This design comes from an exercise in tuning for small area, a short achievable clock period and few clock cycles per item on the open sky130 flow, not from production work.
Function was checked by simulation only, so behaviour that the tests miss may differ from the original.
No activity file was given, so power comes from the tool's default toggle rates.

==> flow/design.v <==
package qoiPkg;
	typedef enum logic [1:0] {
		clsDiff,
		clsLuma,
		clsRgb,
		clsRgba
	} qoiClass;
	typedef logic [5:0] qoiIndex;
endpackage
`timescale 1ns/1ns
module pixelHistory (
	input logic clk,
	input logic reset,
	input logic [5:0] readIndex,
	output logic readValid,
	output logic [25:0] readKey,
	input logic write,
	input logic [5:0] writeIndex,
	input logic [31:0] writePixel
);
	logic [25:0] seenTable [64];
	logic [64-1:0] seenValid;
	always_ff @(posedge clk) begin
		if (write) begin
			seenTable[writeIndex] <= {writePixel[31:8], writePixel[7:6]};
		end
	end
	always_ff @(posedge clk, posedge reset) begin
		if (reset) begin
			seenValid <= '0;
		end else if (write) begin
			seenValid[writeIndex] <= 1'b1;
		end
	end
	logic [64-1:0] rowSel;
	logic [26:0] readWord;
	always_comb begin
		readWord = '0;
		for (int i = 0; i < 64; i++) begin
			rowSel[i] = (readIndex[5:3] == 3'(i / 8)) && (readIndex[2:0] == 3'(i % 8));
			readWord = readWord | ({27{rowSel[i]}} & {seenValid[i], seenTable[i]});
		end
	end
	assign readValid = readWord[26];
	assign readKey = readWord[25:0];
endmodule
`timescale 1ns/1ns
module qoiEncoder (
	input logic clk,
	input logic reset,
	input logic pixelValid,
	input logic [31:0] pixelData,
	input logic lastPixel,
	output logic busy,
	output logic byteValid,
	output logic [7:0] byteData,
	output logic done
);
	logic v1, last1;
	logic [31:0] px1;
	logic [5:0] h1a;
	logic [5:1] h1b, h1c;
	logic [5:0] h1;
	logic v2, last2, same2, hit2;
	logic rdValid2, fwd2;
	logic [25:0] rdKey2;
	logic [31:0] px2;
	logic [5:0] h2;
	qoiPkg::qoiClass cls2;
	logic [15:0] enc2;
	logic [5:0] runCount;
	logic gotLast;
	logic eRunP;
	logic [5:0] eRunV;
	logic eTag, eTagA;
	logic [2:0] eN;
	logic [31:0] eD;
	logic eEnd;
	logic [2:0] eEndCnt;
	logic same1, rdValid1;
	logic [25:0] rdKey1;
	logic [11:0] l4a;
	logic signed [8:0] dr, dg, db;
	logic signed [9:0] drg, dbg;
	logic isDiff, isLuma;
	qoiPkg::qoiClass cls1;
	logic [15:0] enc1;
	function automatic logic [11:0] csa(input logic [5:0] x, input logic [5:0] y, input logic [5:0] z);
		logic [5:0] cy;
		cy = (x & y) | (x & z) | (y & z);
		csa = {x ^ y ^ z, cy[4:0], 1'b0};
	endfunction
	logic [5:0] hr, hg, hb, ha;
	logic [11:0] l1a, l1b, l1c, l2a, l2b, l3a;
	assign hr = pixelData[29:24];
	assign hg = pixelData[21:16];
	assign hb = pixelData[13:8];
	assign ha = pixelData[5:0];
	assign l1a = csa(hr, {hr[4:0], 1'b0}, hg);
	assign l1b = csa({hg[3:0], 2'b0}, {hb[2:0], 3'b0}, ~hb);
	assign l1c = csa(ha, {ha[4:0], 1'b0}, {ha[2:0], 3'b0});
	assign l2a = csa(l1a[11:6], l1a[5:0], l1b[11:6]);
	assign l2b = csa(l1b[5:0], l1c[11:6], l1c[5:0]);
	assign l3a = csa(l2a[11:6], l2a[5:0], l2b[11:6]);
	assign l4a = csa(h1a, {h1b, 1'b1}, {h1c, 1'b0});
	assign h1 = 6'(l4a[11:6] + l4a[5:0]);
	assign same1 = (px1 == px2);
	assign dr = $signed({1'b0, px1[31:24]}) - $signed({1'b0, px2[31:24]});
	assign dg = $signed({1'b0, px1[23:16]}) - $signed({1'b0, px2[23:16]});
	assign db = $signed({1'b0, px1[15:8]}) - $signed({1'b0, px2[15:8]});
	assign drg = dr - dg;
	assign dbg = db - dg;
	assign isDiff = dr >= -(2) && dr < 2
		&& dg >= -(2) && dg < 2
		&& db >= -(2) && db < 2;
	assign isLuma = dg >= -(32) && dg < 32
		&& drg >= -(8) && drg < 8
		&& dbg >= -(8) && dbg < 8;
	always_comb begin
		if (px1[7:0] != px2[7:0]) begin
			cls1 = qoiPkg::clsRgba;
		end else if (isDiff) begin
			cls1 = qoiPkg::clsDiff;
		end else if (isLuma) begin
			cls1 = qoiPkg::clsLuma;
		end else begin
			cls1 = qoiPkg::clsRgb;
		end
	end
	always_comb begin
		if (isDiff) begin
			enc1 = {2'b01, 2'(dr + 2), 2'(dg + 2),
				2'(db + 2), 8'h00};
		end else begin
			enc1 = {2'b10, 6'(dg + 32),
				4'(drg + 8), 4'(dbg + 8)};
		end
	end
	logic runFull, quiet2, eFree, cons, emitG, adv1, acc, tableWrite;
	assign runFull = (runCount == 6'(62 - 1));
	assign quiet2 = same2 && !runFull && !last2;
	assign eFree = !eEnd && ((3'(eRunP) + 3'(eTag) + eN) <= 3'd1);
	assign cons = v2 && (quiet2 || eFree);
	assign emitG = cons && !quiet2;
	assign adv1 = v1 && (!v2 || cons);
	assign acc = pixelValid && !busy;
	assign tableWrite = cons && !same2;
	pixelHistory history (
		.clk(clk),
		.reset(reset),
		.readIndex(h1),
		.readValid(rdValid1),
		.readKey(rdKey1),
		.write(tableWrite),
		.writeIndex(h2),
		.writePixel(px2)
	);
	assign hit2 = !fwd2 && (rdValid2 ? (rdKey2 == {px2[31:8], px2[7:6]}) : (px2 == 32'h0));
	logic v1N, v2N, same2N, last2N, gotLastN;
	logic [5:0] runCountN;
	logic eRunPN, eTagN, eEndN;
	logic [2:0] eNN;
	logic [2:0] eEndCntN;
	logic eOut, eOutLast;
	logic [7:0] byteN;
	logic eFreeN, consN, adv1N, busyN;
	assign v1N = acc || (v1 && !adv1);
	assign v2N = adv1 || (v2 && !cons);
	assign same2N = adv1 ? same1 : same2;
	assign last2N = adv1 ? last1 : last2;
	assign gotLastN = gotLast || (acc && lastPixel);
	always_comb begin
		runCountN = runCount;
		if (cons) begin
			if (quiet2) begin
				runCountN = runCount + 6'd1;
			end else begin
				runCountN = 6'd0;
			end
		end
	end
	always_comb begin
		eRunPN = eRunP;
		eTagN = eTag;
		eNN = eN;
		eEndN = eEnd;
		eEndCntN = eEndCnt;
		eOut = 1'b1;
		eOutLast = 1'b0;
		byteN = 8'h00;
		if (eRunP) begin
			byteN = {2'b11, eRunV};
			eRunPN = 1'b0;
		end else if (eTag) begin
			byteN = eTagA ? 8'hFF : 8'hFE;
			eTagN = 1'b0;
		end else if (eN != 3'd0) begin
			byteN = eD[31:24];
			eNN = eN - 3'd1;
		end else if (eEnd) begin
			byteN = (eEndCnt == 3'(8 - 1)) ? 8'h01 : 8'h00;
			eEndCntN = eEndCnt + 3'd1;
			if (eEndCnt == 3'(8 - 1)) begin
				eEndN = 1'b0;
				eOutLast = 1'b1;
			end
		end else begin
			eOut = 1'b0;
		end
		if (emitG) begin
			eRunPN = same2 || (runCount != 6'd0);
			eEndN = last2;
			eEndCntN = 3'd0;
			if (same2) begin
				eTagN = 1'b0;
				eNN = 3'd0;
			end else if (hit2) begin
				eTagN = 1'b0;
				eNN = 3'd1;
			end else begin
				case (cls2)
					qoiPkg::clsDiff: begin eTagN = 1'b0; eNN = 3'd1; end
					qoiPkg::clsLuma: begin eTagN = 1'b0; eNN = 3'd2; end
					qoiPkg::clsRgb: begin eTagN = 1'b1; eNN = 3'd3; end
					default: begin eTagN = 1'b1; eNN = 3'd4; end
				endcase
			end
		end
	end
	assign eFreeN = !eEndN && ((3'(eRunPN) + 3'(eTagN) + eNN) <= 3'd1);
	assign consN = v2N && ((same2N && !(runCountN == 6'(62 - 1)) && !last2N) || eFreeN);
	assign adv1N = v1N && (!v2N || consN);
	assign busyN = gotLastN || (v1N && !adv1N);
	always_ff @(posedge clk, posedge reset) begin
		if (reset) begin
			v1 <= 1'b0;
			v2 <= 1'b0;
			px2 <= 32'h000000FF;
			runCount <= 6'd0;
			gotLast <= 1'b0;
			busy <= 1'b0;
			eRunP <= 1'b0;
			eTag <= 1'b0;
			eN <= 3'd0;
			eEnd <= 1'b0;
			byteValid <= 1'b0;
			done <= 1'b0;
		end else begin
			v1 <= v1N;
			v2 <= v2N;
			if (adv1) begin
				px2 <= px1;
			end
			runCount <= runCountN;
			gotLast <= gotLastN;
			busy <= busyN;
			eRunP <= eRunPN;
			eTag <= eTagN;
			eN <= eNN;
			eEnd <= eEndN;
			byteValid <= eOut;
			if (eOutLast) begin
				done <= 1'b1;
			end
		end
	end
	always_ff @(posedge clk) begin
		if (acc) begin
			px1 <= pixelData;
			h1a <= l3a[11:6];
			h1b <= l3a[5:1];
			h1c <= l2b[5:1];
			last1 <= lastPixel;
		end
		if (adv1) begin
			h2 <= h1;
			same2 <= same1;
			rdValid2 <= rdValid1;
			rdKey2 <= rdKey1;
			fwd2 <= tableWrite && h1 == h2;
			last2 <= last1;
			cls2 <= cls1;
			enc2 <= enc1;
		end
		eEndCnt <= eEndCntN;
		if (emitG) begin
			eRunV <= same2 ? runCount : runCount - 6'd1;
			eTagA <= (cls2 == qoiPkg::clsRgba);
			if (hit2) begin
				eD[31:24] <= {2'b00, h2};
			end else if (cls2 == qoiPkg::clsDiff || cls2 == qoiPkg::clsLuma) begin
				eD[31:16] <= enc2;
			end else begin
				eD[31:16] <= px2[31:16];
			end
			eD[15:0] <= px2[15:0];
		end else if (!eRunP && !eTag && eN != 3'd0) begin
			eD <= {eD[23:0], 8'h00};
		end
		byteData <= byteN;
	end
endmodule
==> flow/flow/run.sh <==
#!/bin/bash
# The standard layout (standard.sh), with repair_timing aiming for a setup
# slack of SETUP_MARGIN ns at the design's clock period, so the layout is
# sized for a shorter period than the clock constraint asks for. The SDC,
# clock period and every other setting are the standard flow's.
set -euo pipefail
SETUP_MARGIN=${SETUP_MARGIN:-10}
sed "s|CLKGATE_MAP_FILE= |CLKGATE_MAP_FILE= SETUP_SLACK_MARGIN=${SETUP_MARGIN} |" standard.sh > standard_margin.sh
grep -q "SETUP_SLACK_MARGIN=${SETUP_MARGIN}" standard_margin.sh
bash standard_margin.sh > standard_flow.log 2>&1
==> flow/standard.sh <==
#!/bin/bash
# synth_recipe.tcl (not shown) runs the flow's synth.tcl, then flattens the netlist and writes it again
# the make line also repeats each setting of config.mk as NAME=value (left out here)
make -C /OpenROAD-flow-scripts/flow DESIGN_CONFIG=/design/flow/config.mk WORK_HOME=/design/flow/orfs CLKGATE_MAP_FILE= SYNTH_SCRIPT=/design/flow/synth_recipe.tcl "${@:-finish}"
==> flow/config.mk <==
export PLATFORM = sky130hd
export DESIGN_NAME = qoiEncoder
export DESIGN_NICKNAME = qoiEncoder
export VERILOG_FILES = /design/flow/design.v
export SDC_FILE = /design/flow/constraint.sdc
export NUM_CORES = 4
export LEC_CHECK = 0
export CAP_MARGIN = 20
export CORE_MARGIN = 2
export CORE_UTILIZATION = 65
export CTS_BUF_LIST = sky130_fd_sc_hd__clkbuf_16
export CTS_CLUSTER_DIAMETER = 80
export CTS_CLUSTER_SIZE = 30
export SLEW_MARGIN = 20
==> flow/constraint.sdc <==
create_clock -name core_clock -period 14.0 [get_ports {clk}]
set_input_delay 2.8000 -clock core_clock [delete_from_list [all_inputs] [get_ports {clk}]]
set_output_delay 2.8000 -clock core_clock [all_outputs]
set_load 0.01 [all_outputs]
==> summary.txt, run 1 <==
Detailed routing
  – Met2 wire len: roughly 120 mm
  – Post-route DRC: 0
  – Post-Route M1 WL: 93.7 mm
  – Drt initial violations: approximately 12,000
  – Top layer in use: met5
  – Routed len/inst: between 40 and 50 um
  – Via density per instance: between 8 and 9
  – Total number of vias: approximately 52,000
  – Met3 routed WL: roughly 60 mm
  – Remaining antenna violation count after routing: 0
  – Post-Route WL: 306 mm
  – DR pass1 iterations: 10

Layout
  – Nets: a little under 5,000
  – Area Overhead vs Synth: 14.3%
  – Fill cells: 6,614
  – Proportion of layout cells with a drive suffix above 1: approximately 18%
  – Fin util: between 70% and 80%

Logic synthesis
  – Seq/Total Area, Yosys: 77.4%
  – Synth cell types: 74
  – Area leader, netlist: edfxtp_1
  – Number of synthesized flops with an enable pin: ~1,800
  – Top post-synthesis cells by area: edfxtp_1 (73%), a22oi_1 (7.7%), dfrtp_1 (3.6%)
  – Top FF cell, synth: edfxtp_1
  – Share of the synthesized area in the top cell type: 73.2%
  – Syn nets: 4,643
  – Syn Inst Count: 4,502
  – Cell area after synthesis: approximately 74,000 um2
  – Async SR Flop Fraction: between 5 and 6%
  – Register bit count reported by yosys: around 1,900
  – Syn_area_per_cell: roughly 16 um2
  – Number of synthesis warnings: 2

Die
  – Core ar.: about 110,000 um2
  – Num rows: between 100 and 150
  – I/O pins: 47
  – Die Wd: between 300 and 400 um
  – Die area: about 120,000 um2
  – Initial Utilization: 65.6%
  – Die Y-Extent: around 340 um

Global route
  – Total track usage: around half
  – Initial antenna violation count: 16
  – Gr ovfl total: 0
  – First-pass GRT wire length: 395 mm
  – Number of global-route vias before repair: roughly 46,000
  – Largest net degree at the start of global routing: 81

Setup path
  – Critical Path AT: a little under 5 ns
  – R2r endpoint: cls2[0]
  – Crit path max fanout: 5
  – Worst setup EP type: register
  – Crit-path cells: ha_4 > nor2b_4 > o211a_1 > or4b_1 > o311a_4 > ha_1 > o21a_1 > o21ai_2 > a22oi_2 > xor2_2 > nor4bb_4 > buf_4 > a221oi_4 > a2111o_1 > o21ai_2
  – R2r worst-path depth: 15
  – Crit path largest cell delay: ~0.54 ns
  – Slowest CP cell: edfxtp_1
  – Worst Setup SP: px1[17]
  – Kind of critical path: register to register
  – Startpoint types: register
  – CP dominant cell by count: o21ai_2
  – Reg2reg setup slack: 9.66 ns
  – Crit Reg-Reg Startpoint: px1[17]
  – CP endpoint: cls2[0]
  – CP required: about 15 ns

Power and ir drop
  – Total power: 17.0 mW
  – Switching Share: approximately 37%
  – Comb power frac: 37.6%
  – Pwr Density: 202 nW/um2
  – NetSw: 6.30 mW
  – Maximum VDD drop: 0.197 mV
  – Part of the power in registers: roughly 46%
  – Pleak: 29.0 nW
  – Internal power: about 11 mW
  – Clk pwr share: 16.9%

STA
  – Slew Limit Headroom: 15.3%
  – Slew @ Worst Pin: approximately 1.3 ns
  – Setup tns final: 0 ns
  – Setup Viol. Count Final: 0
  – Fmax: about 0.23 GHz
  – Layout Skew: about 0.042 ns
  – Final hold vios: 0
  – Minimum clock period: between 4 and 5 ns
  – Fin Hold WS: 0.477 ns
  – Slew Limit Fails: 0
  – Unrepaired setup endpoints after global routing: yes
  – Final worst-path cycle share: 31.0%

Clock network
  – CTS tree: built
  – H-tree levels: 3
  – Worst-Skew Late Latency: approximately 0.75 ns
  – CTS clk-pin slew, worst paths: roughly 0.12 ns
  – Total CTS buffers: a little under 80
  – CTS Buffer Depth: 3
  – Count of clock tree sinks: approximately 1,900
  – Root Buffer: clkbuf_16

Placed design
  – Buffers on Ports: between 40 and 50
  – Detailed placer's ending HPWL: ~160 mm
  – Routability Congestion: between 0.9 and 1

Job
  – Max-cap violations: 0

Run status
  – Status: timing/DRC/antenna clean

Hold path
  – Hold Crit Class: register to register
-- layer usage --
layer	GRT usage [%]	vias up
met2	68.1	6177
met3	24.6	1733
met4	36.5	21
li1	-	18700
met5	1.67	-
met1	66.9	25000
-- power by group through the flow --
stage	combinational (mW)	sequential [mW]	clock (mW)
finish	6.40	7.77	2.87
global route	6.54	7.77	3.01
CTS	5.54	7.75	2.83
detailed placement	4.72	7.91	0
global placement	4.63	7.91	0
floorplan	2.62	8.05	0
-- cell usage after synthesis, drive strengths merged (5+ instances only) --
master and n:
and2 14, mux2 12, or2 6, nand2 370, a22o 85, ha 77, nand4 103, and4 9
dfrtp 106, nor2b 11, nand3b 6, inv 83, xor2 33, dfxtp 13, a221oi 8, clkbuf 169
or3 6, a21oi 53, mux2i 24, fa 28, xnor2 63, nor3 98, a211oi 6, a22oi 763
nor2 129, edfxtp 1802, nand3 33, a2111oi 10, and3 18, nor4 112, o21a 9, dfstp 8
o21ai 71, nand2b 11, buf 17, or4 7, a21o 70, o21bai 5, nor4b 13
-- how the worst min path moves through the flow --
stage                                  endpoint             startpoint  cells after the start  slack, ns
after CTS                  history.seenValid[4]   history.seenValid[4]                      1       0.47
after global routing      history.seenValid[44]  history.seenValid[44]                      1       0.49
after detailed placement   history.seenValid[3]   history.seenValid[3]                      1       0.45
final                     history.seenValid[44]  history.seenValid[44]                      1       0.48
after global placement              byteData[7]                 eD[31]                      2       0.43
after floorplan                     byteData[6]                 eD[30]                      2       0.42
-- kinds of logic after synthesis --
logic type,synth area share [%]
buffers and inverters,1.39
AND/OR/NAND/NOR,6.31
adder cells (fa/ha/maj),2.08
AO/OA/AOI/OAI,11.1
multiplexers,0.508
flip-flops,77.4
XOR/XNOR,1.15
-- critical path, delay by kind of cell, from the launching register on --
kind,cells,cell delay (ns)
fa+ha+maj,2,0.63
flops,1,0.54
compound gates,8,1.59
xor+xnor,1,0.24
buf+inv,1,0.18
simple gates,3,0.94
-- cells in the final DEF, fill, tap and decap left out, types with 21 or more instances in the layout --
cell type  synthesis  final
edfxtp_1        1802   1802
mux2i_1           24     24
nor2_1           129     62
o21ai_0           69     67
xnor2_1           63     54
buf_12             0     53
inv_1             80     79
nand4_1          103    103
nor4_2             0     27
nor3_1            92     27
ha_1              77     64
nor4_1           112     74
nor2_4             0     65
a22o_1            85     85
nand3_1           33     29
nand2_1          370    352
clkbuf_16          0     91
buf_6              0     79
dfrtp_1          106     81
nor3_2             6     50
a21o_1            70     70
nor3_4             0     21
a22oi_2            0     33
a22oi_1          763    730
a21oi_1           52     42
xor2_1            32     29
buf_8              0     27
buf_4              0    195
dfrtp_2            0     23
-- state kept, by name (all words and copies together) (netlist names), 2 cells and up --
| name | flops |
|---|---|
| byteData | 8 |
| cls2 | 2 |
| eD | 32 |
| eEndCnt | 3 |
| eN | 3 |
| eRunV | 6 |
| enc2 | 16 |
| h1a | 6 |
| h1b | 5 |
| h1c | 3 |
| h2 | 6 |
| history.seenTable | 1664 |
| history.seenValid | 64 |
| px1 | 32 |
| px2 | 32 |
| rdKey2 | 26 |
| runCount | 6 |
-- metrics by stage --
stage | setup slack (ns) | area, um2 | std cells
final | 9.66 | 84500 | 6361
after floorplan | 9.47 | 74100 | 4502
after global routing | 9.53 | 84500 | 6345
after CTS | 9.56 | 82600 | 6256
after global placement | 8.56 | 78000 | 6055
after detailed placement | 8.48 | 78000 | 6055
-- layout make-up --
type | count | area [um2] | share of cell area [%]
Clock inverter | 28 | 277 | 0.327
Sequential cell | 1929 | 57300 | 67.8
Clock buffer | 81 | 2030 | 2.40
Inverter | 83 | 352 | 0.416
Multi-Input combinational cell | 2305 | 17900 | 21.1
Antenna cell | 16 | 40.0 | 0.0474
Tap cell | 1500 | 1880 | 2.22
Timing Repair Buffer | 416 | 4770 | 5.64
Timing Repair inverter | 3 | 42.5 | 0.0503
-- timing repair --
action / in CTS / in global routing
gates cloned: 12 / 10
buffers inserted: 80 / 78
gates resized for setup: 399 / 246
endpoints found under the setup margin: 1826 / 943
hold buffers: 0 / 0
pin swaps: 74 / 73
Testbench counts, summed over its fixed seeds: cycles 49,355, pixels 22,418.
==> run 2: changes to the inputs <==
--- a/flow/design.v
+++ b/flow/design.v
@@ -12,8 +12,8 @@
 	input logic clk,
 	input logic reset,
 	input logic [5:0] readIndex,
-	output logic readValid,
-	output logic [25:0] readKey,
+	output logic [26:0] readWordLo,
+	output logic [26:0] readWordHi,
 	input logic write,
 	input logic [5:0] writeIndex,
 	input logic [31:0] writePixel
@@ -33,16 +33,18 @@
 		end
 	end
 	logic [64-1:0] rowSel;
-	logic [26:0] readWord;
 	always_comb begin
-		readWord = '0;
+		readWordLo = '0;
+		readWordHi = '0;
 		for (int i = 0; i < 64; i++) begin
 			rowSel[i] = (readIndex[5:3] == 3'(i / 8)) && (readIndex[2:0] == 3'(i % 8));
-			readWord = readWord | ({27{rowSel[i]}} & {seenValid[i], seenTable[i]});
+			if (i < 64 / 2) begin
+				readWordLo = readWordLo | ({27{rowSel[i]}} & {seenValid[i], seenTable[i]});
+			end else begin
+				readWordHi = readWordHi | ({27{rowSel[i]}} & {seenValid[i], seenTable[i]});
+			end
 		end
 	end
-	assign readValid = readWord[26];
-	assign readKey = readWord[25:0];
 endmodule
 `timescale 1ns/1ns
 module qoiEncoder (
@@ -61,10 +63,12 @@
 	logic [5:0] h1a;
 	logic [5:1] h1b, h1c;
 	logic [5:0] h1;
+	logic signed [8:0] rg1, bg1;
 	logic v2, last2, same2, hit2;
-	logic rdValid2, fwd2;
-	logic [25:0] rdKey2;
+	logic fwd2;
+	logic [26:0] rdLo2, rdHi2, rd2;
 	logic [31:0] px2;
+	logic signed [8:0] rg2, bg2;
 	logic [5:0] h2;
 	qoiPkg::qoiClass cls2;
 	logic [15:0] enc2;
@@ -77,8 +81,8 @@
 	logic [31:0] eD;
 	logic eEnd;
 	logic [2:0] eEndCnt;
-	logic same1, rdValid1;
-	logic [25:0] rdKey1;
+	logic same1;
+	logic [26:0] rdLo1, rdHi1;
 	logic [11:0] l4a;
 	logic signed [8:0] dr, dg, db;
 	logic signed [9:0] drg, dbg;
@@ -108,8 +112,8 @@
 	assign dr = $signed({1'b0, px1[31:24]}) - $signed({1'b0, px2[31:24]});
 	assign dg = $signed({1'b0, px1[23:16]}) - $signed({1'b0, px2[23:16]});
 	assign db = $signed({1'b0, px1[15:8]}) - $signed({1'b0, px2[15:8]});
-	assign drg = dr - dg;
-	assign dbg = db - dg;
+	assign drg = 10'(rg1) - 10'(rg2);
+	assign dbg = 10'(bg1) - 10'(bg2);
 	assign isDiff = dr >= -(2) && dr < 2
 		&& dg >= -(2) && dg < 2
 		&& db >= -(2) && db < 2;
@@ -149,13 +153,14 @@
 		.clk(clk),
 		.reset(reset),
 		.readIndex(h1),
-		.readValid(rdValid1),
-		.readKey(rdKey1),
+		.readWordLo(rdLo1),
+		.readWordHi(rdHi1),
 		.write(tableWrite),
 		.writeIndex(h2),
 		.writePixel(px2)
 	);
-	assign hit2 = !fwd2 && (rdValid2 ? (rdKey2 == {px2[31:8], px2[7:6]}) : (px2 == 32'h0));
+	assign rd2 = rdLo2 | rdHi2;
+	assign hit2 = !fwd2 && (rd2[26] ? (rd2[25:0] == {px2[31:8], px2[7:6]}) : (px2 == 32'h0));
 	logic v1N, v2N, same2N, last2N, gotLastN;
 	logic [5:0] runCountN;
 	logic eRunPN, eTagN, eEndN;
@@ -236,6 +241,8 @@
 			v1 <= 1'b0;
 			v2 <= 1'b0;
 			px2 <= 32'h000000FF;
+			rg2 <= 9'sd0;
+			bg2 <= 9'sd0;
 			runCount <= 6'd0;
 			gotLast <= 1'b0;
 			busy <= 1'b0;
@@ -250,6 +257,8 @@
 			v2 <= v2N;
 			if (adv1) begin
 				px2 <= px1;
+				rg2 <= rg1;
+				bg2 <= bg1;
 			end
 			runCount <= runCountN;
 			gotLast <= gotLastN;
@@ -267,6 +276,8 @@
 	always_ff @(posedge clk) begin
 		if (acc) begin
 			px1 <= pixelData;
+			rg1 <= $signed({1'b0, pixelData[31:24]}) - $signed({1'b0, pixelData[23:16]});
+			bg1 <= $signed({1'b0, pixelData[15:8]}) - $signed({1'b0, pixelData[23:16]});
 			h1a <= l3a[11:6];
 			h1b <= l3a[5:1];
 			h1c <= l2b[5:1];
@@ -275,8 +286,8 @@
 		if (adv1) begin
 			h2 <= h1;
 			same2 <= same1;
-			rdValid2 <= rdValid1;
-			rdKey2 <= rdKey1;
+			rdLo2 <= rdLo1;
+			rdHi2 <= rdHi1;
 			fwd2 <= tableWrite && h1 == h2;
 			last2 <= last1;
 			cls2 <= cls1;
--- a/flow/config.mk
+++ b/flow/config.mk
@@ -9,6 +9,6 @@
 export CORE_MARGIN = 2
 export CORE_UTILIZATION = 65
 export CTS_BUF_LIST = sky130_fd_sc_hd__clkbuf_16
-export CTS_CLUSTER_DIAMETER = 80
-export CTS_CLUSTER_SIZE = 30
+export CTS_CLUSTER_DIAMETER = 70
+export CTS_CLUSTER_SIZE = 22
 export SLEW_MARGIN = 20
==> run 2 against run 1 <==
  * Still clean
  * Combinational power fell by 21%
  * Sequential share of layout area down 1.1 points
  * Global-route usage is 11 points lower
  * Wire length is 14% lower
  * Register-to-register slack better by 0.15 ns
  * Critical path depth grew 1
  * First-iteration DRC count is 20% lower
  * Final cell count rose by 2.7%
  * Clock power is 22% higher
  * Clock skew fell by 0.0069 ns
  * Non-clock buffer count grew 39
  * Worst hold slack got worse by 0.018 ns
  * Largest cell class unchanged
  * Largest power group unchanged
  * Highest routed layer unchanged
==> summary.txt, run 2 <==
Detailed routing
  – Drt initial violations: 9,585 (-20%)
  – Post-Route WL: 262 mm (-14%)
  – Routed len/inst: 40.2 um (-16%)
  – Post-route DRC: 0 (unchanged)
  – Total number of vias: 48,800 (-5.4%)
  – Via density per instance: 7.47 (-7.9%)
  – DR pass1 iterations: 6 (-4)
  – Remaining antenna violation count after routing: 0 (unchanged)

Logic synthesis
  – Share of the synthesized area in the top cell type: 72.6% (-0.61 points)
  – Most frequent cell after synthesis: edfxtp_1
  – Mux cell area share after synthesis: 0.442% (-0.066 points)
  – Syn nets: 4,716 (+1.6%)
  – Post-synthesis compound-gate area fraction: 11.4% (+0.22 points)
  – Seq/Total Area, Yosys: 77.3% (-0.16 points)
  – XOR/XNOR Fraction of Synth Area: 1.14% (-0.0029 points)
  – Top post-synthesis cells by count: edfxtp_1 (1,847), a22oi_1 (749), nand2_1 (206), nand4_1 (146), nor2_1 (146)
  – Register bit count reported by yosys: 1,992 (+3.3%)
  – Top FF cell, synth: edfxtp_1
  – Syn Inst Count: 4,556 (+1.2%)
  – Syn_area_per_cell: 16.8 um2 (+2.1%)
  – Number of synthesis warnings: 2 (unchanged)
  – Simple-gate share of the synthesized area: 5.89% (-0.41 points)
  – Number of synthesized flops with an enable pin: 1,847 (+2.5%)
  – Area leader, netlist: edfxtp_1
  – Top post-synthesis cells by area: edfxtp_1 (73%), a22oi_1 (7.4%), dfrtp_1 (4.1%)
  – Cell area after synthesis: 76,400 um2 (+3.4%)
  – Async SR Flop Fraction: 6.63% (+0.72 points)
  – Synth cell types: 80 (+8.1%)
  – Largest family of logic cells by synthesized area: compound AO/OA/AOI/OAI gates
  – Synth Area in Adders: 2.34% (+0.26 points)

Setup path
  – R2r endpoint: busy
  – Crit-path cells: nor2_1 > xnor2_1 > nor4_4 > nand4_1 > o21ai_1 > buf_6 > nor2_1 > o21a_1 > a21o_1 > fa_1 > inv_1 > ha_1 > nor3_1 > nand2_1 > mux2i_1 > a21oi_1
  – Crit path max fanout: 18 (+13)
  – CP dominant cell by count: nor2_1
  – CP required: 14.62 ns (+0.07 ns)
  – R2r worst-path depth: 16 (+1)
  – Slowest CP cell: edfxtp_1
  – Kind of critical path: register to register
  – CP top delay family: simple AND/OR/NAND/NOR gates
  – Buf+Inv Stages, Crit Path: 2 (+1)
  – Crit path largest cell delay: 0.58 ns (+0.04 ns)
  – Crit Reg-Reg Startpoint: rdHi2[13]
  – Critical Path AT: 4.82 ns (-0.07 ns)
  – Startpoint types: register
  – Worst setup EP type: register
  – Reg2reg setup slack: 9.80 ns (+0.15 ns)

Clock network
  – CTS clk-pin slew, worst paths: 0.09 ns (-0.03 ns)
  – CTS Buffer Depth: 3 (unchanged)
  – Total CTS buffers: 110 (+41%)
  – H-tree levels: 3 (unchanged)
  – Root Buffer: clkbuf_16
  – CTS tree: built
  – Hold-fix buffers, CTS: 0 (unchanged)
  – Worst-Skew Late Latency: 0.76 ns (about the same)
  – Count of clock tree sinks: 1,992 (+3.3%)

Hold path
  – Hold Startpoint: eRunV[0]
  – Hold Crit Class: register to register
  – Hold Crit Endpoint: byteData[0]
  – Hold Crit Depth: 2 (+1)

Layout
  – Largest Register: history.seenTable
  – Area occupied by registers: 59,100 um2 (+3.2%)
  – Area Overhead vs Synth: 15.9%
  – Fill cells: 6,733 (+1.8%)
  – Commonest non-fill, non-tap cell in the layout: edfxtp_1
  – Multi-input logic area: 18,000 um2 (+1.0%)
  – Fin util: 76.1% (+1.1 points)
  – Max FFs per register: 1,664 (unchanged)
  – Final cell count without fillers: 6,532 (+2.7%)
  – Most frequent cells in the layout: edfxtp_1 (1,847), a22oi_1 (704), nand2_1 (188), buf_4 (188), nand4_1 (146)
  – Proportion of layout cells with a drive suffix above 1: 19.1% (+0.93 points)
  – Nets: 5,102 (+2.9%)
  – Top Registers: history.seenTable x1664, history.seenValid x64

STA
  – Final worst-path cycle share: 30.0% (-1.0 points)
  – Slew @ Worst Pin: 1.19 ns (-0.0802 ns)
  – Slew Limit Headroom: 20.7% (+5.4 points)
  – Fmax: 0.238 GHz (+3.5%)
  – Final hold vios: 0 (unchanged)
  – Unrepaired setup endpoints after global routing: yes
  – Setup Viol. Count Final: 0 (unchanged)
  – Setup tns final: 0 ns (unchanged)
  – Slew Limit Fails: 0 (unchanged)
  – Minimum clock period: 4.20 ns (-0.147 ns)
  – Layout Skew: 0.0348 ns (-0.00692 ns)

Die
  – Initial Utilization: 65.7% (about the same)
  – Die Y-Extent: 347 um (+1.6%)
  – I/O pins: 47 (unchanged)
  – Die Wd: 347 um (+1.6%)
  – Num rows: 125 (+1.6%)
  – Die area: 120,000 um2 (+3.3%)
  – Core ar.: 116,000 um2 (+3.3%)

Global route
  – Gr ovfl total: 0 (unchanged)
  – Total track usage: 40.3% (-11 points)
  – M2 GR Usage: 60.7% (-7.4 points)
  – GR met1 Demand/Resource: 56.4% (-11 points)
  – Number of global-route vias before repair: 44,800 (-2.2%)
  – Largest net degree at the start of global routing: 74 (-8.6%)
  – M3 GR Usage: 10.8% (-14 points)
  – First-pass GRT wire length: 336 mm (-15%)
  – Most used routing layer: met2
  – Initial antenna violation count: 10 (-6)

Job
  – Max-cap violations: 0 (unchanged)

Power and ir drop
  – Pwr Density: 186 nW/um2 (-7.9%)
  – Maximum VDD drop: 0.151 mV (-23%)
  – Pleak: 29.4 nW (+1.7%)
  – Total power: 16.5 mW (-3.5%)

Placed design
  – Dpl cells: 6,115 (+0.99%)
  – Detailed placer's ending HPWL: 124 mm (-22%)
  – Buffers on Ports: 46 (unchanged)
  – Routability Congestion: 0.886 (-5.6%)

Run status
  – Status: timing/DRC/antenna clean
run 2: cell types whose count changed in the layout (fill, tap and decap cells not counted), moves of 43 or more:
cell / previous run / this run
edfxtp_1: 1802 / 1847
nand2_1: 352 / 188
o21bai_1: 5 / 56
clkbuf_16: 91 / 143
inv_1: 79 / 125
nand4_1: 103 / 146
nor4_1: 74 / 19
run 2: timing repair:
item,in CTS,in global routing
cloned,7,32
buffers inserted,48,152
endpoints found under the setup margin,1919,1409
pin swaps,47,119
gates resized for setup,304,357
run 2: where the power goes:
group	total (mW)	leakage (nW)	switching, mW	internal (mW)
clock	3.49	1.70	1.93	1.56
combinational	5.07	9.17	3.24	1.83
sequential	7.89	18.6	0.249	7.64
total	16.5	29.4	5.42	11.0
run 2: per-layer routing:
| metal | share of wire (%) | routed length, um | up-vias |
|---|---|---|---|
| met5 | 0.023 | 61 | - |
| met4 | 6.0 | 15700 | 8 |
| met3 | 17 | 44300 | 863 |
| met2 | 44 | 115000 | 4497 |
| met1 | 33 | 87100 | 24200 |
| li1 | - | - | 19200 |
run 2: how the worst max path moves through the flow:
stage,start,end,slack (ns),cells past startpoint
2_1_floorplan,pixelData[9],h1a[4],9.40,5
3_3_place_gp,pixelData[17],h1a[3],8.49,6
3_5_place_dp,pixelData[17],h1a[3],8.48,6
4_1_cts,done,done,9.89,1
5_1_grt,rdHi2[13],busy,9.65,16
6_report,rdHi2[13],busy,9.80,16
run 2: cell families (layout without fill, tap and decap cells):
family	Yosys count	in the layout
buffers and inverters	298	743
and+or+nand+nor	828	828
muxes	32	32
DFF	1992	1992
AOI/OAI and AO/OA	1182	1182
adders and majority gates	125	125
xor gates and xnor gates	99	99
other	0	7
run 2: tightest hold or removal path, cell delays in order (launching register included):
cell and delay [ns]:
edfxtp_1 0.33, nand2_1 0.04, o21ai_0 0.05
run 2: through the flow:
| step | hold WS (ns) | worst slack [ns] | area, um2 |
|---|---|---|---|
| after CTS | 0.465 | 9.89 | 85000 |
| after detailed placement | 0.444 | 8.48 | 80400 |
| after global placement | 0.440 | 8.49 | 80300 |
| final | 0.459 | 9.80 | 88600 |
| after global routing | 0.486 | 9.65 | 88600 |
| after floorplan | 0.416 | 9.40 | 76500 |
run 2: final cells by class:
type                            count  share of cell area, %
Inverter                          117                  0.595
Clock buffer                      113                   3.19
Sequential cell                  1992                   66.7
Antenna cell                        7                 0.0198
Clock inverter                     58                  0.575
Timing Repair Buffer              455                   6.39
Tap cell                         1524                   2.15
Multi-Input combinational cell   2266                   20.4
Testbench counts of run 2, summed over its fixed seeds: cycles 49,355, pixels 22,418.
==> run 3: changes to the inputs <==
--- a/flow/config.mk
+++ b/flow/config.mk
@@ -9,6 +9,6 @@
 export CORE_MARGIN = 2
 export CORE_UTILIZATION = 65
 export CTS_BUF_LIST = sky130_fd_sc_hd__clkbuf_16
-export CTS_CLUSTER_DIAMETER = 70
-export CTS_CLUSTER_SIZE = 22
+export CTS_CLUSTER_DIAMETER = 75
+export CTS_CLUSTER_SIZE = 26
 export SLEW_MARGIN = 20
==> run 3 against run 2 <==
  * Largest cell class unchanged
  * Final cell count is 1.3% lower
  * Synthesized cell count stayed put
  * Sequential share of layout area is 0.87 points higher
  * Register-to-register slack better by 0.07 ns
  * Sequential power hardly changed
  * Sequential cell count stayed put
  * Worst hold slack better by 0.0014 ns
  * Worst setup slack better by 0.070 ns
  * Total power is 3.2% lower
  * Critical path depth is 1 lower
  * Combinational power is 4.1% lower
  * Cell area is 1.3% lower
==> summary.txt, run 3 <==
Run status
  – Status: timing/DRC/antenna clean

Logic synthesis
  – Top FF cell, synth: edfxtp_1
  – Share of the synthesized area in the top cell type: 72.6% (unchanged)
  – Syn nets: 4,716 (unchanged)
  – Register bit count reported by yosys: 1,992 (unchanged)
  – Cell area after synthesis: 76,400 um2 (unchanged)
  – Seq/Total Area, Yosys: 77.3% (unchanged)
  – Area leader, netlist: edfxtp_1
  – Most frequent cell after synthesis: edfxtp_1
  – Top post-synthesis cells by area: edfxtp_1 (73%), a22oi_1 (7.4%), dfrtp_1 (4.1%)
  – Number of synthesis warnings: 2 (unchanged)
  – Syn_area_per_cell: 16.8 um2 (unchanged)
  – Number of synthesized flops with an enable pin: 1,847 (unchanged)
  – Synth cell types: 80 (unchanged)
  – Syn Inst Count: 4,556 (unchanged)
  – Top post-synthesis cells by count: edfxtp_1 (1,847), a22oi_1 (749), nand2_1 (206), nand4_1 (146), nor2_1 (146)
  – Async SR Flop Fraction: 6.63% (unchanged)

Clock network
  – CTS tree: built
  – Total CTS buffers: 93 (-15%)
  – Worst-Skew Late Latency: 0.75 ns (about the same)
  – CTS clk-pin slew, worst paths: 0.10 ns (about the same)
  – Count of clock tree sinks: 1,992 (unchanged)
  – CTS Buffer Depth: 3 (unchanged)
  – Root Buffer: clkbuf_16
  – H-tree levels: 3 (unchanged)

STA
  – Final hold vios: 0 (unchanged)
  – Fmax: 0.242 GHz (+1.7%)
  – Final worst-path cycle share: 29.5% (-0.50 points)
  – Slew @ Worst Pin: 1.14 ns (-0.0497 ns)
  – Setup Viol. Count Final: 0 (unchanged)
  – Layout Skew: 0.0388 ns (+0.00399 ns)
  – Fin Hold WS: 0.461 ns (+0.00139 ns)
  – Minimum clock period: 4.13 ns (-0.0702 ns)
  – Unrepaired setup endpoints after global routing: yes
  – Slew Limit Headroom: 24.1% (+3.3 points)
  – Setup tns final: 0 ns (unchanged)
  – Slew Limit Fails: 0 (unchanged)

Layout
  – Fill cells: 6,849 (+1.7%)
  – Largest Register: history.seenTable
  – Max FFs per register: 1,664 (unchanged)
  – Most frequent cells in the layout: edfxtp_1 (1,847), a22oi_1 (708), nand2_1 (186)
  – Commonest non-fill, non-tap cell in the layout: edfxtp_1
  – Proportion of layout cells with a drive suffix above 1: 17.7% (-1.3 points)
  – Area Overhead vs Synth: 14.4%
  – Final cell count without fillers: 6,444 (-1.3%)
  – Top Registers: history.seenTable x1664, history.seenValid x64
  – Nets: 5,031 (-1.4%)

Global route
  – Number of global-route vias before repair: 44,500 (-0.80%)
  – Largest net degree at the start of global routing: 74 (unchanged)
  – Total track usage: 40.3% (+0.059 points)
  – Initial antenna violation count: 10 (unchanged)
  – Gr ovfl total: 0 (unchanged)
  – First-pass GRT wire length: 335 mm (-0.14%)

Placed design
  – Dpl cells: 6,115 (unchanged)
  – Detailed placer's ending HPWL: 124 mm (unchanged)
  – Routability Congestion: 0.886 (unchanged)
  – Buffers on Ports: 46 (unchanged)

Power and ir drop
  – NetSw: 5.25 mW (-3.1%)
  – Comb power frac: 30.5% (-0.3 points)
  – Maximum VDD drop: 0.142 mV (-6.0%)
  – Internal power: 10.7 mW (-3.2%)
  – Pleak: 28.8 nW (-2.0%)
  – Pwr Density: 182 nW/um2 (-1.9%)
  – Clk pwr share: 20.0% (-1.2 points)
  – Switching Share: 33.0% (about the same)
  – Part of the power in registers: 49.5% (+1.6 points)

Setup path
  – Startpoint types: register
  – Critical Path AT: 4.74 ns (-0.08 ns)
  – Crit path max fanout: 35 (+17)
  – Worst Setup SP: px2[28]
  – R2r worst-path depth: 15 (-1)
  – Kind of critical path: register to register
  – CP endpoint: busy
  – Crit Reg-Reg Startpoint: px2[28]
  – Worst setup EP type: register
  – Reg2reg setup slack: 9.87 ns (+0.07 ns)
  – CP required: 14.61 ns (about the same)
  – R2r endpoint: busy

Detailed routing
  – Post-route DRC: 0 (unchanged)
  – Via density per instance: 7.44 (-0.35%)
  – Routed len/inst: 39.7 um (-1.1%)
  – Total number of vias: 48,000 (-1.7%)
  – Remaining antenna violation count after routing: 0 (unchanged)
  – Post-Route WL: 256 mm (-2.4%)
  – DR pass1 iterations: 9 (+3)
  – Drt initial violations: 9,404 (-1.9%)

Die
  – Initial Utilization: 65.7% (unchanged)
  – Die area: 120,000 um2 (unchanged)
  – Num rows: 125 (unchanged)
  – Core ar.: 116,000 um2 (unchanged)
  – I/O pins: 47 (unchanged)
  – Die Y-Extent: 347 um (unchanged)
  – Die Wd: 347 um (unchanged)

Hold path
  – Hold Crit Class: register to register

Job
  – Max-cap violations: 0 (unchanged)
## run 3: cell counts after synthesis
Identical to the previous run, type by type.
## run 3: area by class of cell
type,instances,area [um2],area share [%]
clock buffers,93,2330,2.66
clock inverters,49,500,0.572
well taps,1524,1910,2.18
repair buffers,401,5070,5.80
flip-flops and latches,1992,59100,67.6
diodes,2,5.00,0.00572
inverters,117,523,0.598
multi-input cells,2266,18000,20.6
## run 3: per-stage QoR
step / setup WS [ns] / utilization, % / instance area [um2] / power, mW
finish: 9.87 / 75.1 / 87400 / 15.9
floorplan: 9.40 / - / 76500 / 10.1
global route: 9.73 / 75.1 / 87400 / 16.3
detailed placement: 8.48 / 69.1 / 80400 / 11.7
CTS: 9.90 / 72.8 / 84700 / 15.2
global placement: 8.49 / 69.0 / 80300 / 11.6
## run 3: what timing repair did
| action | in CTS | in global routing |
|---|---|---|
| resized for setup | 334 | 332 |
| pin swaps | 43 | 126 |
| setup buffers | 57 | 95 |
| hold buffers | 0 | 0 |
| cloned | 7 | 26 |
| setup endpoints to repair | 1919 | 1280 |
## run 3: logic make-up after synthesis
family	count (synthesis)	synth area share (%)
DFF	1992	77.3
AOI/OAI and AO/OA	1182	11.4
and+or+nand+nor	828	5.89
buffers and inverters	298	1.54
adders and majority gates	125	2.34
xor gates and xnor gates	99	1.14
muxes	32	0.442
## run 3: metal layers
layer / GRT usage, % / vias to the layer above / share of wire [%]
met5: 0 / - / 0.032
met4: 16.9 / 10 / 5.7
met3: 10.5 / 792 / 17
met2: 60.7 / 4309 / 44
met1: 56.8 / 23800 / 33
li1: - / 19000 / -
## run 3: how the worst min path moves through the flow
| stage | from | end | slack [ns] | depth (start not counted) |
|---|---|---|---|---|
| 3_5_place_dp | eRunV[0] | byteData[0] | 0.44 | 2 |
| 3_3_place_gp | eRunV[0] | byteData[0] | 0.44 | 2 |
| 4_1_cts | eRunV[0] | byteData[0] | 0.47 | 2 |
| 6_report | eRunV[0] | byteData[0] | 0.46 | 2 |
| 5_1_grt | history.seenValid[52] | history.seenValid[52] | 0.49 | 1 |
| 2_1_floorplan | eD[30] | byteData[6] | 0.42 | 2 |
## run 3: worst max-delay path: stages, from the launching register on
cell     delay, ns
dfrtp_4       0.77
xnor2_1       0.24
nor4_4        0.41
nand4_1       0.41
o21ai_2       0.28
buf_6         0.23
nor2_1        0.07
o21a_1        0.19
a21o_1        0.17
fa_1          0.36
inv_1         0.08
ha_1          0.22
nor3_1        0.24
nand2_1       0.08
mux2i_1       0.17
a21oi_1       0.08
## run 3: power by group through the flow
| stage | Sequential [mW] | Clock, mW | Combinational (mW) |
|---|---|---|---|
| 2_1_floorplan | 8.24 | 0 | 1.87 |
| 3_3_place_gp | 8.02 | 0 | 3.60 |
| 3_5_place_dp | 8.03 | 0 | 3.68 |
| 4_1_cts | 7.87 | 3.18 | 4.16 |
| 5_1_grt | 7.91 | 3.37 | 5.05 |
| 6_report | 7.89 | 3.19 | 4.86 |
==> run 4: changes to the inputs <==
==> flow/flow/run.sh (replaced) <==
#!/bin/bash
# The standard layout (standard.sh) in two parts. Up to clock tree synthesis,
# repair_timing aims for a setup slack of 10 ns at the design's clock period,
# so the layout is sized for a shorter period than the clock constraint asks
# for; from global routing on it aims for 9.8 ns, so the repair after global
# routing adds less area. The SDC, clock period and every other setting are
# the standard flow's.
set -euo pipefail
with_margin() {
	sed "s|CLKGATE_MAP_FILE= |CLKGATE_MAP_FILE= SETUP_SLACK_MARGIN=$1 |" standard.sh > "standard_margin_$1.sh"
	grep -q "SETUP_SLACK_MARGIN=$1 " "standard_margin_$1.sh"
}
with_margin 10
with_margin 9.8
bash standard_margin_10.sh cts > standard_flow_cts.log 2>&1
bash standard_margin_9.8.sh > standard_flow_finish.log 2>&1
--- a/flow/config.mk
+++ b/flow/config.mk
@@ -9,6 +9,6 @@
 export CORE_MARGIN = 2
 export CORE_UTILIZATION = 65
 export CTS_BUF_LIST = sky130_fd_sc_hd__clkbuf_16
-export CTS_CLUSTER_DIAMETER = 75
-export CTS_CLUSTER_SIZE = 26
+export CTS_CLUSTER_DIAMETER = 70
+export CTS_CLUSTER_SIZE = 22
 export SLEW_MARGIN = 20
==> run 4 against run 3 <==
  * Die area stayed put
  * Count of clock-buffer cells in the layout is 20 higher
  * Clock skew decreased by 0.0064 ns
  * Non-clock buffer count shrank 124
  * Area after synthesis is the same
  * First-iteration DRC count fell by 8.7%
  * Critical endpoint is now cls2[0]
==> summary.txt, run 4 <==
Run status
  – Status: timing/DRC/antenna clean

Setup path
  – Critical Path AT: 4.65 ns (-0.09 ns)
  – Kind of critical path: register to register
  – Buf+Inv Stages, Crit Path: 1 (-1)
  – Worst setup EP type: register
  – Crit path largest cell delay: 0.80 ns (+0.03 ns)
  – Crit-path cells: inv_1 > ha_1 > nand3_1 > o21bai_1 > a21oi_1 > or3b_1 > a2111oi_0 > a32oi_1 > or3_4 > a211o_1
  – Slowest CP cell: a2111oi_0
  – Startpoint types: register
  – CP top delay family: compound AO/OA/AOI/OAI gates
  – CP required: 14.49 ns (-0.12 ns)
  – Crit path max fanout: 5 (-86%)

Clock network
  – CTS clk-pin slew, worst paths: 0.09 ns (about the same)
  – Count of clock tree sinks: 1,992 (unchanged)
  – H-tree levels: 3 (unchanged)
  – Hold-fix buffers, CTS: 0 (unchanged)
  – CTS tree: built
  – CTS Buffer Depth: 3 (unchanged)
  – Root Buffer: clkbuf_16
  – Total CTS buffers: 110 (+18%)
  – Worst-Skew Late Latency: 0.76 ns (about the same)

STA
  – Setup Viol. Count Final: 0 (unchanged)
  – Layout Skew: 0.0324 ns (-0.00641 ns)
  – Final hold vios: 0 (unchanged)
  – Unrepaired setup endpoints after global routing: yes
  – Setup tns final: 0 ns (unchanged)
  – Slew Limit Headroom: 24.9% (+0.87 points)
  – Slew Limit Fails: 0 (unchanged)
  – Fmax: 0.241 GHz (-0.68%)
  – Slew @ Worst Pin: 1.12 ns (-0.0130 ns)
  – Minimum clock period: 4.16 ns (+0.0284 ns)
  – Final worst-path cycle share: 29.7% (+0.20 points)

Hold path
  – Hold Crit Class: register to register

Logic synthesis
  – Syn Inst Count: 4,556 (unchanged)
  – Register bit count reported by yosys: 1,992 (unchanged)
  – Syn_area_per_cell: 16.8 um2 (unchanged)
  – XOR/XNOR Fraction of Synth Area: 1.14% (unchanged)
  – Largest family of logic cells by synthesized area: compound AO/OA/AOI/OAI gates
  – Synth Area in Adders: 2.34% (unchanged)
  – Top FF cell, synth: edfxtp_1
  – Simple-gate share of the synthesized area: 5.89% (unchanged)
  – Number of synthesis warnings: 2 (unchanged)
  – Most frequent cell after synthesis: edfxtp_1
  – Synth cell types: 80 (unchanged)
  – Top post-synthesis cells by count: edfxtp_1 (1,847), a22oi_1 (749), nand2_1 (206), nand4_1 (146), nor2_1 (146)
  – Number of synthesized flops with an enable pin: 1,847 (unchanged)
  – Mux cell area share after synthesis: 0.442% (unchanged)
  – Share of the synthesized area in the top cell type: 72.6% (unchanged)
  – Top post-synthesis cells by area: edfxtp_1 (73%), a22oi_1 (7.4%), dfrtp_1 (4.1%)
  – Cell area after synthesis: 76,400 um2 (unchanged)
  – Seq/Total Area, Yosys: 77.3% (unchanged)
  – Async SR Flop Fraction: 6.63% (unchanged)
  – Syn nets: 4,716 (unchanged)
  – Area leader, netlist: edfxtp_1
  – Post-synthesis compound-gate area fraction: 11.4% (unchanged)

Placed design
  – Dpl cells: 6,115 (unchanged)
  – Routability Congestion: 0.886 (unchanged)
  – Buffers on Ports: 46 (unchanged)
  – Detailed placer's ending HPWL: 124 mm (unchanged)

Die
  – I/O pins: 47 (unchanged)
  – Initial Utilization: 65.7% (unchanged)
  – Die area: 120,000 um2 (unchanged)
  – Core ar.: 116,000 um2 (unchanged)
  – Num rows: 125 (unchanged)
  – Die Wd: 347 um (unchanged)
  – Die Y-Extent: 347 um (unchanged)

Layout
  – Largest Register: history.seenTable
  – Proportion of layout cells with a drive suffix above 1: 13.7% (-4.0 points)
  – Max FFs per register: 1,664 (unchanged)
  – Final cell count without fillers: 6,349 (-1.5%)
  – Area Overhead vs Synth: 11.5%
  – Nets: 4,924 (-2.1%)
  – Commonest non-fill, non-tap cell in the layout: edfxtp_1
  – Top Registers: history.seenTable x1664, history.seenValid x64
  – Most frequent cells in the layout: edfxtp_1 (1,847), a22oi_1 (748), nand2_1 (199)
  – Fin util: 73.2% (-1.9 points)

Global route
  – Largest net degree at the start of global routing: 74 (unchanged)
  – Gr ovfl total: 0 (unchanged)
  – Initial antenna violation count: 7 (-3)
  – Total track usage: 40.3% (-0.059 points)
  – First-pass GRT wire length: 336 mm (+0.14%)
  – Number of global-route vias before repair: 44,800 (+0.80%)

Detailed routing
  – Post-Route WL: 241 mm (-5.8%)
  – DR pass1 iterations: 7 (-2)
  – Drt initial violations: 8,587 (-8.7%)
  – Total number of vias: 46,900 (-2.3%)
  – Routed len/inst: 38.0 um (-4.3%)
  – Via density per instance: 7.38 (-0.86%)
  – Post-route DRC: 0 (unchanged)
  – Remaining antenna violation count after routing: 0 (unchanged)

Power and ir drop
  – Maximum VDD drop: 0.163 mV (+15%)
  – Total power: 15.6 mW (-1.8%)
  – Pwr Density: 184 nW/um2 (+0.79%)
  – Pleak: 28.0 nW (-2.9%)

Job
  – Max-cap violations: 0 (unchanged)
## run 4: cell counts after synthesis
No cell type changed its count.
## run 4: metal layers
layer / wire (um) / GRT usage [%] / share of wire [%]
met3: 37300 / 10.8 / 15
met1: 83400 / 56.4 / 35
met2: 108000 / 60.7 / 45
met4: 12400 / 16.9 / 5.2
met5: 28 / 0 / 0.012
## run 4: timing repair
item	4_1_cts	5_1_grt
gates cloned	7	0
setup endpoints to repair	1919	188
pin swaps	47	9
buffers inserted	48	6
gates resized for setup	304	37
## run 4: final timing paths
path	start	end	slack [ns]	cells past startpoint
worst min register to register	eRunV[0]	byteData[0]	0.46	2
max in group asynchronous	reset	px2[29]	10.29	4
worst max-delay path	px2[18]	cls2[0]	9.84	10
worst min-delay path	eRunV[0]	byteData[0]	0.46	2
min in group asynchronous	reset	rg2[8]	2.58	3
worst max register to register	px2[18]	cls2[0]	9.84	10
## run 4: stage by stage
step | hold slack [ns] | instance area [um2] | setup WS (ns)
finish | 0.459 | 85200 | 9.84
detailed placement | 0.444 | 80400 | 8.48
floorplan | 0.416 | 76500 | 9.40
CTS | 0.465 | 85000 | 9.89
global route | 0.493 | 85200 | 9.74
global placement | 0.440 | 80300 | 8.49
## run 4: cell families (layout without fill, tap and decap cells)
logic type               Yosys count  in the layout
flip-flops                      1992           1992
AO/OA/AOI/OAI                   1182           1182
AND/OR/NAND/NOR                  828            828
buffers and inverters            298            565
adder cells (fa/ha/maj)          125            125
XOR/XNOR                          99             99
multiplexers                      32             32
other                              0              2
## run 4: cell type report
cell class | count | area [um2]
sequential | 1992 | 59100
fill | 7204 | 31200
timing repair buffer | 277 | 2970
clock inverter | 58 | 509
antenna | 2 | 5.00
multi-input combinational | 2266 | 17400
clock buffer | 113 | 2830
inverter | 117 | 518
tap | 1524 | 1910
## run 4: tightest hold or removal path, stage by stage, from the launching register on
cell and delay, ns:
edfxtp_1 0.33, nand2_1 0.04, o21ai_0 0.05
## run 4: where the power goes
part	switching, mW	internal (mW)
clock network	1.91	1.56
registers	0.233	7.64
logic	2.90	1.40
total	5.04	10.6
==> run 5: changes to the inputs <==
--- a/flow/config.mk
+++ b/flow/config.mk
@@ -9,6 +9,6 @@
 export CORE_MARGIN = 2
 export CORE_UTILIZATION = 65
 export CTS_BUF_LIST = sky130_fd_sc_hd__clkbuf_16
-export CTS_CLUSTER_DIAMETER = 70
-export CTS_CLUSTER_SIZE = 22
+export CTS_CLUSTER_DIAMETER = 75
+export CTS_CLUSTER_SIZE = 26
 export SLEW_MARGIN = 20
==> run 5 against run 4 <==
  * Still clean on timing, DRC and antenna
  * Worst setup slack about the same
  * Sequential share of layout area increased by 0.33 points
  * Synthesized cell count unchanged
  * Cell area decreased by 0.47%
  * Register-to-register slack about the same
  * Combinational power about the same
  * Critical endpoint is now busy
  * Largest power group unchanged
==> summary.txt, run 5 <==
Global route
  – Number of global-route vias before repair: 44,500 (-0.80%)
  – Initial antenna violation count: 4 (-3)
  – Gr ovfl total: 0 (unchanged)
  – Largest net degree at the start of global routing: 74 (unchanged)
  – Total track usage: 40.3% (+0.059 points)
  – First-pass GRT wire length: 335 mm (-0.14%)

Die
  – Num rows: 125 (unchanged)
  – Die area: 120,000 um2 (unchanged)
  – Core ar.: 116,000 um2 (unchanged)
  – Initial Utilization: 65.7% (unchanged)
  – Die Wd: 347 um (unchanged)
  – Die Y-Extent: 347 um (unchanged)
  – I/O pins: 47 (unchanged)

Detailed routing
  – Remaining antenna violation count after routing: 0 (unchanged)
  – Total number of vias: 46,800 (-0.10%)
  – Routed len/inst: 38.2 um (+0.46%)
  – Via density per instance: 7.40 (+0.31%)
  – Drt initial violations: 8,484 (-1.2%)
  – Post-Route WL: 241 mm (about the same)
  – DR pass1 iterations: 6 (-1)
  – Post-route DRC: 0 (unchanged)

Logic synthesis
  – Largest family of logic cells by synthesized area: compound AO/OA/AOI/OAI gates
  – Top post-synthesis cells by area: edfxtp_1 (73%), a22oi_1 (7.4%), dfrtp_1 (4.1%)
  – Syn Inst Count: 4,556 (unchanged)
  – Top post-synthesis cells by count: edfxtp_1 (1,847), a22oi_1 (749), nand2_1 (206), nand4_1 (146), nor2_1 (146)
  – Number of synthesis warnings: 2 (unchanged)
  – Most frequent cell after synthesis: edfxtp_1
  – Synth cell types: 80 (unchanged)
  – Synth Area in Adders: 2.34% (unchanged)
  – Syn_area_per_cell: 16.8 um2 (unchanged)
  – Seq/Total Area, Yosys: 77.3% (unchanged)
  – Simple-gate share of the synthesized area: 5.89% (unchanged)
  – Register bit count reported by yosys: 1,992 (unchanged)
  – Cell area after synthesis: 76,400 um2 (unchanged)
  – XOR/XNOR Fraction of Synth Area: 1.14% (unchanged)
  – Number of synthesized flops with an enable pin: 1,847 (unchanged)
  – Async SR Flop Fraction: 6.63% (unchanged)
  – Top FF cell, synth: edfxtp_1
  – Share of the synthesized area in the top cell type: 72.6% (unchanged)
  – Post-synthesis compound-gate area fraction: 11.4% (unchanged)
  – Area leader, netlist: edfxtp_1
  – Mux cell area share after synthesis: 0.442% (unchanged)
  – Syn nets: 4,716 (unchanged)

Clock network
  – Worst-Skew Late Latency: 0.75 ns (about the same)
  – CTS tree: built
  – CTS Buffer Depth: 3 (unchanged)
  – CTS clk-pin slew, worst paths: 0.10 ns (about the same)
  – Count of clock tree sinks: 1,992 (unchanged)
  – Root Buffer: clkbuf_16
  – H-tree levels: 3 (unchanged)
  – Total CTS buffers: 93 (-15%)

Setup path
  – CP required: 14.61 ns (+0.12 ns)
  – Critical Path AT: 4.77 ns (+0.12 ns)
  – Startpoint types: register
  – Kind of critical path: register to register
  – Worst setup EP type: register
  – Crit path max fanout: 18 (+13)

Job
  – Max-cap violations: 0 (unchanged)

STA
  – Unrepaired setup endpoints after global routing: yes
  – Fin Hold WS: 0.461 ns (+0.00194 ns)
  – Minimum clock period: 4.16 ns (-0.000250 ns)
  – Slew Limit Fails: 0 (unchanged)
  – Final worst-path cycle share: 29.7% (about the same)
  – Setup tns final: 0 ns (unchanged)
  – Setup Viol. Count Final: 0 (unchanged)
  – Final hold vios: 0 (unchanged)
  – Layout Skew: 0.0370 ns (+0.00454 ns)
  – Fmax: 0.241 GHz (about the same)
  – Slew @ Worst Pin: 1.11 ns (-0.0124 ns)
  – Slew Limit Headroom: 25.8% (+0.83 points)

Power and ir drop
  – Comb power frac: 27.9% (+0.4 points)
  – Total power: 15.3 mW (-1.9%)
  – Switching Share: 32.5% (+0.26 points)
  – Pwr Density: 181 nW/um2 (-1.5%)
  – NetSw: 4.99 mW (-1.1%)
  – Pleak: 27.8 nW (-0.86%)
  – Part of the power in registers: 51.4% (+1.1 points)
  – Clk pwr share: 20.7% (-1.5 points)
  – Maximum VDD drop: 0.161 mV (-0.92%)
  – Internal power: 10.4 mW (-2.3%)

Layout
  – Fin area: 84,800 um2 (-0.47%)
  – Area occupied by registers: 59,100 um2 (unchanged)
  – Top Registers: history.seenTable x1664, history.seenValid x64
  – Nets: 4,910 (-0.28%)
  – Most frequent cells in the layout: edfxtp_1 (1,847), a22oi_1 (748), nand2_1 (196)
  – Largest Register: history.seenTable
  – Commonest non-fill, non-tap cell in the layout: edfxtp_1
  – Multi-input logic area: 17,400 um2 (about the same)
  – Area Overhead vs Synth: 11.0%
  – Fill cells: 7,238 (+0.47%)
  – Proportion of layout cells with a drive suffix above 1: 13.4% (-0.28 points)
  – Final cell count without fillers: 6,323 (-0.41%)
  – Max FFs per register: 1,664 (unchanged)

Placed design
  – Routability Congestion: 0.886 (unchanged)
  – Dpl cells: 6,115 (unchanged)
  – Placed cell area: 80,400 um2 (unchanged)
  – Buffers on Ports: 46 (unchanged)
  – Detailed placer's ending HPWL: 124 mm (unchanged)

Hold path
  – Hold Crit Class: register to register

Run status
  – Status: timing/DRC/antenna clean
-- run 5: changes by cell type in the layout (fill, tap and decap cells not counted), sizes merged, moves of 3 or more --
cell      previous run  this run
clkinvlp             8         5
clkinv              16        13
clkbuf             114        95
inv                147       144
-- run 5: worst paths after layout --
check	startpoint	endpoint	slack, ns	depth (start not counted)
min in group asynchronous	reset	rg2[8]	2.58	3
min reg2reg	eRunV[0]	byteData[0]	0.46	2
max in group asynchronous	reset	px2[29]	10.27	4
max reg2reg	rdHi2[6]	busy	9.84	16
max	rdHi2[6]	busy	9.84	16
min	eRunV[0]	byteData[0]	0.46	2
-- run 5: power groups by stage --
stage	registers, mW	clock network (mW)	logic, mW
finish	7.88	3.17	4.29
detailed placement	8.03	0	3.68
CTS	7.87	3.18	4.16
global route	7.91	3.37	4.51
global placement	8.02	0	3.60
floorplan	8.24	0	1.87
-- run 5: final cells by class --
cell class,count,area share [%]
multi-input cells,2266,20.5
well taps,1524,2.25
clock buffers,93,2.74
flip-flops and latches,1992,69.7
clock inverters,49,0.590
inverters,117,0.608
diodes,2,0.00590
repair buffers,280,3.62
-- run 5: cell families after synthesis --
kind of cell | after synthesis
buffers and inverters | 298
multiplexers | 32
flip-flops | 1992
AND/OR/NAND/NOR | 828
adder cells (fa/ha/maj) | 125
AO/OA/AOI/OAI | 1182
XOR/XNOR | 99
-- run 5: critical path: stages, from the launching register on --
cell and delay [ns]:
edfxtp_1 0.56, nor2_4 0.29, xnor2_1 0.14, nor4_4 0.44, nand4_1 0.41, o21ai_2 0.27
buf_6 0.22, nor2_1 0.07, o21a_1 0.19, a21o_1 0.17, fa_1 0.36, inv_1 0.08
ha_1 0.22, nor3_1 0.24, nand2_1 0.08, mux2i_1 0.18, a21oi_1 0.08
-- run 5: repair_timing --
action	in CTS	in global routing
pin swaps	43	1
hold buffers	0	0
gates cloned	7	0
gates resized for setup	334	24
endpoints found under the setup margin	1919	157
buffers inserted	57	0
-- run 5: metrics by stage --
| stage | util, % | worst slack, ns |
|---|---|---|
| 3_3_place_gp | 69.0 | 8.49 |
| 6_report | 72.9 | 9.84 |
| 4_1_cts | 72.8 | 9.90 |
| 3_5_place_dp | 69.1 | 8.48 |
| 5_1_grt | 72.9 | 9.74 |
| 2_1_floorplan | - | 9.40 |
-- run 5: per-layer routing --
metal  part of all wire [%]  vias up  routed length (um)  GRT usage (%)
li1                       -    18800                   -              -
met1                     35    23500               83700           56.8
met2                     45     3884              108000           60.7
met3                     15      664               37100           10.5
met4                    5.0        2               12200           16.9
met5                 0.0054        -                  13              0

-- separate check: timing with driven ports --
In the flow no input, the clock included, has a driving cell. The finished layouts below were timed again as built, in two steps. Step 1, drivers: a clkbuf_16 drives clk and a buf_2 each remaining input, both assumed. Step 2 also shifts input and output timing later by t, the mid clock arrival at the registers, as if the neighbouring blocks saw the same clock. Three values: ideal, step 1, step 2; two values: the first two.
| run | t (ns) | setup slack, ns | clock arrival spread, ns |
|---|---|---|---|
| run 1 | 0.809 | 9.655 / 9.655 / 9.249 | 0.045 / 0.046 |
| run 2 | 0.822 | 9.802 / 9.802 / 9.260 | 0.035 / 0.034 |
| run 3 | 0.816 | 9.872 / 9.853 / 9.274 | 0.041 / 0.041 |
| run 4 | 0.823 | 9.844 / 9.844 / 9.193 | 0.033 / 0.033 |
| run 5 | 0.812 | 9.844 / 9.844 / 9.199 | 0.038 / 0.039 |
After both steps setup and hold are still met in every run listed. The setup slack of run 4, which loses most, moves by 0.000 ns with the drivers and by -0.651 ns with both steps.
